This is an optimization exercise on Yosys and OpenROAD, whose aim is small area and a short achievable clock period, not a production implementation. The RTL was checked by simulation tests, not by an equivalence proof against the original design. No activity file was given, so power comes from the tool's default toggle rates.

==> flow/design.v (excerpt) <==
module iq_demod_lpf
#(
  parameter int IN_W  = iq_demod_pkg::DEF_IN_W,
  parameter int CAR_W = iq_demod_pkg::DEF_CAR_W,
  parameter int DECIM = iq_demod_pkg::DEF_DECIM,
  parameter int OUT_W = iq_demod_pkg::DEF_OUT_W,
  parameter int SHIFT = iq_demod_pkg::DEF_SHIFT
) (
  input  logic                    clk,
  input  logic                    reset_n,
  input  logic                    sample_en,
  input  logic                    sym_start,
  input  logic signed [IN_W-1:0]  y_in,
  input  logic signed [CAR_W-1:0] i_car,
  input  logic signed [CAR_W-1:0] q_car,
  output logic signed [OUT_W-1:0] i_out,
  output logic signed [OUT_W-1:0] q_out,
  output logic                    out_valid,
  output logic                    overflow
);
Size in the first run: about 3900 cells after synthesis, roughly 340 flip-flops.
Settings: LEC_CHECK=0, ABC_AREA=1, CAP_MARGIN=20, CORE_MARGIN=2, CORE_UTILIZATION=40, CTS_BUF_LIST=sky130_fd_sc_hd__clkbuf_8, CTS_CLUSTER_SIZE=24, PLACE_DENSITY=0.6, SLEW_MARGIN=20; clock period 10.5 ns.
standard.sh (not shown) runs the stock make flow with config.mk's settings and CLKGATE_MAP_FILE= SYNTH_SCRIPT=/design/flow/synth_recipe.tcl, a recipe that flattens the netlist after the stock synthesis.
==> flow/flow/run.sh <==
#!/bin/bash
set -euo pipefail
bash standard.sh SETUP_SLACK_MARGIN=5 "BUFFER_PORTS_ARGS=-buffer_cell sky130_fd_sc_hd__buf_1" finish > layout.log 2>&1
Edit:
==> flow/flow/run.sh (replaced) <==
#!/bin/bash
set -euo pipefail
bash standard.sh SETUP_SLACK_MARGIN=5 "BUFFER_PORTS_ARGS=-buffer_cell sky130_fd_sc_hd__buf_2" finish > layout.log 2>&1
Routed wire length hardly moves.
Maximum frequency hardly moves.
Synthesized cell count stays the same.
Final area is about the same.
Die area does not change.
Final cell count barely changes.
Worst setup slack barely changes.
Critical path depth goes up by 4.
Power goes down by 0.72%.
Edit:
==> flow/run.sh (new file) <==
#!/bin/bash
# synth_recipe.tcl (not shown) runs the flow's synth.tcl, then flattens the netlist and writes it again
# the make line also repeats each setting of config.mk as NAME=value (left out here)
make -C /OpenROAD-flow-scripts/flow DESIGN_CONFIG=/design/flow/config.mk WORK_HOME=/design/flow/orfs CLKGATE_MAP_FILE= SYNTH_SCRIPT=/design/flow/synth_recipe.tcl finish
Settings changed: GPL_TIMING_DRIVEN set to 1, SETUP_SLACK_MARGIN set to 5.
removed: flow/flow/run.sh
removed: flow/standard.sh
=> The changed run ran to the end with no violations. Utilization rises by 1.3 points. Combinational power hardly moves. Clock-buffer cell count rises by 14. Setup slack improved by 0.0095 ns. First-iteration DRC count stays flat. Clock skew rises by 0.0034 ns. Wire length rises by 0.74%. Die area does not change. Hold slack improved by 0.0039 ns. Global-route usage rises by 0.32 points.
Edit:
==> flow/flow/run.sh (new file) <==
#!/bin/bash
set -euo pipefail
bash standard.sh SETUP_SLACK_MARGIN=5 RECOVER_POWER=100 finish > layout.log 2>&1
==> flow/standard.sh (new file) <==
#!/bin/bash
# synth_recipe.tcl (not shown) runs the flow's synth.tcl, then flattens the netlist and writes it again
# the make line also repeats each setting of config.mk as NAME=value (left out here)
make -C /OpenROAD-flow-scripts/flow DESIGN_CONFIG=/design/flow/config.mk WORK_HOME=/design/flow/orfs CLKGATE_MAP_FILE= SYNTH_SCRIPT=/design/flow/synth_recipe.tcl "${@:-finish}"
Settings changed: GPL_TIMING_DRIVEN 1 to unset, SETUP_SLACK_MARGIN 5 to unset.
removed: flow/run.sh
The new run produced a layout that fails on max-capacitance violations, max-slew violations; final area decreases slightly; final cell count is about the same; worst setup slack loses 2.0 ns; utilization fell by 0.20 points; maximum frequency came out lower by a quarter to a third; synthesized area is unchanged; sequential share of layout area is about the same; register-to-register slack got worse by 1.1 ns.

---

Another version of the RTL of iq_demod_lpf (not shown whole).
For scale: roughly 4100 cells after synthesis, roughly 420 flip-flops, about 130 I/O pins, roughly 0.039 mm2 of cells after synthesis.
Settings: LEC_CHECK=0, ABC_AREA=1, CAP_MARGIN=20, CORE_MARGIN=2, CORE_UTILIZATION=40, CTS_BUF_LIST=sky130_fd_sc_hd__clkbuf_8, CTS_CLUSTER_SIZE=24, PLACE_DENSITY=0.6, SLEW_MARGIN=20; clock period 10.5 ns.
==> flow/flow/run.sh <==
#!/bin/bash
set -euo pipefail
bash standard.sh SETUP_SLACK_MARGIN=5.8 "BUFFER_PORTS_ARGS=-buffer_cell sky130_fd_sc_hd__buf_2" finish > layout.log 2>&1
The first run ran to the end with no violations.
Next try:
==> flow/flow/run.sh (replaced) <==
#!/bin/bash
set -euo pipefail
bash standard.sh SETUP_SLACK_MARGIN=5.5 "BUFFER_PORTS_ARGS=-buffer_cell sky130_fd_sc_hd__buf_2" finish > layout.log 2>&1
The new run finished clean.
Setup slack loses 67 ps.
Total power is lower by a few percent.
Worst hold slack barely changes.
Wire length shrinks by a few percent.
Global-route usage fell by 1.2 points.
Next try:
==> flow/flow/run.sh (replaced) <==
#!/bin/bash
set -euo pipefail
bash standard.sh SETUP_SLACK_MARGIN=5.3 "BUFFER_PORTS_ARGS=-buffer_cell sky130_fd_sc_hd__buf_2" finish > layout.log 2>&1
The new run finished with timing, DRC and antenna clean.
Die area stays the same.
Non-clock buffer count goes down by 22.
Via count went down slightly.
Total power drops slightly.
Worst setup slack gets worse by 150 ps.
Core utilization went down by 0.86 points.
Routed wire length drops by a few percent.
Area after synthesis stays the same.
Cell count decreases slightly.

---

== the reference run ==
Another version of the RTL of iq_demod_lpf (not shown whole).
For scale: about 430 flip-flops, roughly 41,000 um2 of cells after synthesis.
make LEC_CHECK=0 ABC_AREA=1 CAP_MARGIN=20 CORE_MARGIN=2 CORE_UTILIZATION=40 PLACE_DENSITY=0.6 SETUP_SLACK_MARGIN=5 SLEW_MARGIN=20 finish   # period 10.5 ns
run.sh (not shown) runs the stock make flow with config.mk's settings and CLKGATE_MAP_FILE= SYNTH_SCRIPT=/design/flow/synth_recipe.tcl, a recipe that flattens the netlist after the stock synthesis.
Stock flow here: none of the scripts above is used.
The reference run ran to completion and came out clean on the timing, design-rule and antenna checks.
The following lists how the trial run was set up differently from the reference run:
- SETUP_SLACK_MARGIN: 5 -> unset
Findings:
Across the trial run and the reference run, none had a timing, DRC or antenna violation. Looking at capture point of the worst path, the prod_q_q[64] result is from the reference run; the prod_q_q[73] one comes from the trial run. Looking at routed length per placed instance, the trial run sits below the reference run. Delta (the trial run minus the reference run): count of clock-buffer cells in the layout went down; power per standard cell area did not really move; design internal power went down. Total power: the trial run below the reference run. The trial run — critical path depth 2 higher, the reference run as reference.

---

iq_demod_lpf with an RTL version that a note above also has.
Size in the first run: roughly 3900 cells after synthesis, about 0.037 mm2 of cells after synthesis.
export LEC_CHECK = 0
export ABC_AREA = 1
export CAP_MARGIN = 20
export CORE_MARGIN = 2
export CORE_UTILIZATION = 40
export CTS_BUF_LIST = sky130_fd_sc_hd__clkbuf_8
export CTS_CLUSTER_SIZE = 24
export PLACE_DENSITY = 0.6
export SETUP_SLACK_MARGIN = 5
export SLEW_MARGIN = 20
create_clock -name core_clock -period 10.5 [get_ports {clk}]
Change:
CAP_MARGIN = 5   (was 20)
SLEW_MARGIN = 5   (was 20)
What happened: Utilization went down by 0.19 points; cell count is about the same; power is lower by 1.5%; worst setup slack got worse by 70 ps; non-clock buffer count came out lower by 3; sequential share of layout area hardly moves; design area falls by 0.42%; routed wire length is about the same; die area does not change.
Change:
==> flow/flow/run.sh (new file) <==
#!/bin/bash
set -euo pipefail
bash standard.sh SETUP_SLACK_MARGIN=5.5 "BUFFER_PORTS_ARGS=-buffer_cell sky130_fd_sc_hd__buf_2" finish > layout.log 2>&1
==> flow/standard.sh (new file) <==
#!/bin/bash
# synth_recipe.tcl (not shown) runs the flow's synth.tcl, then flattens the netlist and writes it again
# the make line also repeats each setting of config.mk as NAME=value (left out here)
make -C /OpenROAD-flow-scripts/flow DESIGN_CONFIG=/design/flow/config.mk WORK_HOME=/design/flow/orfs CLKGATE_MAP_FILE= SYNTH_SCRIPT=/design/flow/synth_recipe.tcl "${@:-finish}"
CAP_MARGIN = 20   (was 5)
CTS_BUF_LIST = default   (was sky130_fd_sc_hd__clkbuf_8)
CTS_CLUSTER_SIZE = default   (was 24)
SETUP_SLACK_MARGIN = default   (was 5)
SLEW_MARGIN = 20   (was 5)
removed: flow/run.sh
Result:
- The new run ran to the end with no violations
- final cell count rose by a few percent
- register-to-register slack stays flat
- worst hold slack stays flat
Change:
==> flow/run.sh (new file) <==
#!/bin/bash
# synth_recipe.tcl (not shown) runs the flow's synth.tcl, then flattens the netlist and writes it again
# the make line also repeats each setting of config.mk as NAME=value (left out here)
make -C /OpenROAD-flow-scripts/flow DESIGN_CONFIG=/design/flow/config.mk WORK_HOME=/design/flow/orfs CLKGATE_MAP_FILE= SYNTH_SCRIPT=/design/flow/synth_recipe.tcl finish
SETUP_SLACK_MARGIN = 5   (was default)
removed: flow/flow/run.sh
removed: flow/standard.sh
The new run completed without violations.
Via count came out lower by about 6%.
Sequential power hardly moves.
Utilization came out lower by 3.4 points.
Power came out lower by about 2.5%.
Setup slack gets better by 5.2 ps.
Critical path depth came out lower by 1.
Flip-flop and latch count is unchanged.
Die area stays the same.
Fmax hardly moves.
Final area came out lower by about 7%.

---

the baseline:
iq_demod_lpf with an RTL version that a note above also has.
Size: about 4100 cells after synthesis, roughly 130 I/O pins.
// iq_demod_lpf
module iq_demod_lpf
#(
  parameter int IN_W  = iq_demod_pkg::DEF_IN_W,
  parameter int CAR_W = iq_demod_pkg::DEF_CAR_W,
  parameter int DECIM = iq_demod_pkg::DEF_DECIM,
  parameter int OUT_W = iq_demod_pkg::DEF_OUT_W,
  parameter int SHIFT = iq_demod_pkg::DEF_SHIFT
) (
  input  logic                    clk,
  input  logic                    reset_n,
  input  logic                    sample_en,
  input  logic                    sym_start,
  input  logic signed [IN_W-1:0]  y_in,
  input  logic signed [CAR_W-1:0] i_car,
  input  logic signed [CAR_W-1:0] q_car,
  output logic signed [OUT_W-1:0] i_out,
  output logic signed [OUT_W-1:0] q_out,
  output logic                    out_valid,
  output logic                    overflow
);
export LEC_CHECK = 0
export ABC_AREA = 1
export CAP_MARGIN = 20
export CORE_MARGIN = 2
export CORE_UTILIZATION = 40
export PLACE_DENSITY = 0.6
export SLEW_MARGIN = 20
create_clock -name core_clock -period 10.5 [get_ports {clk}]
standard.sh (not shown) runs the stock make flow with config.mk's settings and CLKGATE_MAP_FILE= SYNTH_SCRIPT=/design/flow/synth_recipe.tcl, a recipe that flattens the netlist after the stock synthesis.
==> flow/flow/run.sh <==
#!/bin/bash
set -euo pipefail
bash standard.sh SETUP_SLACK_MARGIN=5.5 finish > layout.log 2>&1
Modified inputs, the candidate compared to the baseline
Settings: setting SETUP_SLACK_MARGIN to 5 for the first time.
==> flow/run.sh (new file) <==
#!/bin/bash
# synth_recipe.tcl (not shown) runs the flow's synth.tcl, then flattens the netlist and writes it again
# the make line also repeats each setting of config.mk as NAME=value (left out here)
make -C /OpenROAD-flow-scripts/flow DESIGN_CONFIG=/design/flow/config.mk WORK_HOME=/design/flow/orfs CLKGATE_MAP_FILE= SYNTH_SCRIPT=/design/flow/synth_recipe.tcl finish
removed: flow/flow/run.sh
removed: flow/standard.sh
==> comparison <==
- The utilization of the candidate is lower than that of the baseline.
- Delta (the candidate minus the baseline): final area saw a decrease; final cycle utilization of the critical path increased by 4.5 points relative to the old numbers; shortest clock period the worst path allows after layout moved up; worst setup slack shows a reduction of 0.47 ns; number of signal-net buffers in the layout has decreased.
- Compared with the baseline, the candidate shows internal power contribution that has gone down by a few percent.
- [compare] base=the baseline new=the candidate: wire length of the first global-routing pass went down by about 5.6%; sequential cell area share went up 0.95 points.

static timing again, ports no longer ideal:
How much do the figures lean on ideal ports? The routed layouts below were timed once more, with nothing changed but the port constraints.
Step 1 sets driving cells, clkbuf_16 on the clock port and buf_2 on the other inputs (assumed; they add their load-dependent delay and slew).
Step 2 adds t to the input delays and takes it off the output delays; t is the mean of the earliest and latest rising clock arrival at the registers after step 1. Input paths then give back, and output paths get back, about the clock's delay inside the block.
a / b / c = ideal / step 1 / step 2; a / b = the first two.
run	t (ns)	setup slack, ns	clock arrival spread, ns	worst register clock-pin slew, ns
the first run of note 1	0.754	5.020 / 5.059 / 4.305	0.044 / 0.043	0.07 / 0.07
the second run of note 1	0.774	5.023 / 5.020 / 4.246	0.056 / 0.056	0.08 / 0.08
the third run of note 1	0.782	5.032 / 5.061 / 4.279	0.063 / 0.063	0.09 / 0.09
the fourth run of note 1	0.789	3.029 / 3.064 / 2.275	0.064 / 0.064	0.08 / 0.08
the first run of note 2	0.764	5.548 / 5.530 / 4.765	0.044 / 0.045	0.08 / 0.08
the second run of note 2	0.788	5.481 / 5.484 / 4.696	0.056 / 0.057	0.07 / 0.07
the third run of note 2	0.773	5.336 / 5.354 / 4.581	0.060 / 0.060	0.08 / 0.08
the reference run	0.704	5.044 / 5.091 / 4.387	0.047 / 0.046	0.07 / 0.07
the trial run	0.682	4.230 / 4.273 / 3.591	0.029 / 0.029	0.07 / 0.07
the first run of note 4	0.782	5.032 / 5.061 / 4.279	0.063 / 0.063	0.09 / 0.09
the second run of note 4	0.772	4.962 / 5.003 / 4.231	0.044 / 0.044	0.08 / 0.08
the third run of note 4	0.659	5.023 / 5.001 / 4.342	0.027 / 0.027	0.07 / 0.07
the fourth run of note 4	0.655	5.028 / 4.982 / 4.327	0.031 / 0.031	0.07 / 0.07
the baseline	0.700	5.528 / 5.533 / 4.833	0.036 / 0.036	0.07 / 0.07
the candidate	0.700	5.060 / 5.085 / 4.385	0.066 / 0.067	0.07 / 0.07
For the second run of note 2, which loses most, drivers alone change the setup slack by +0.003 ns; drivers and shift together by -0.785 ns.
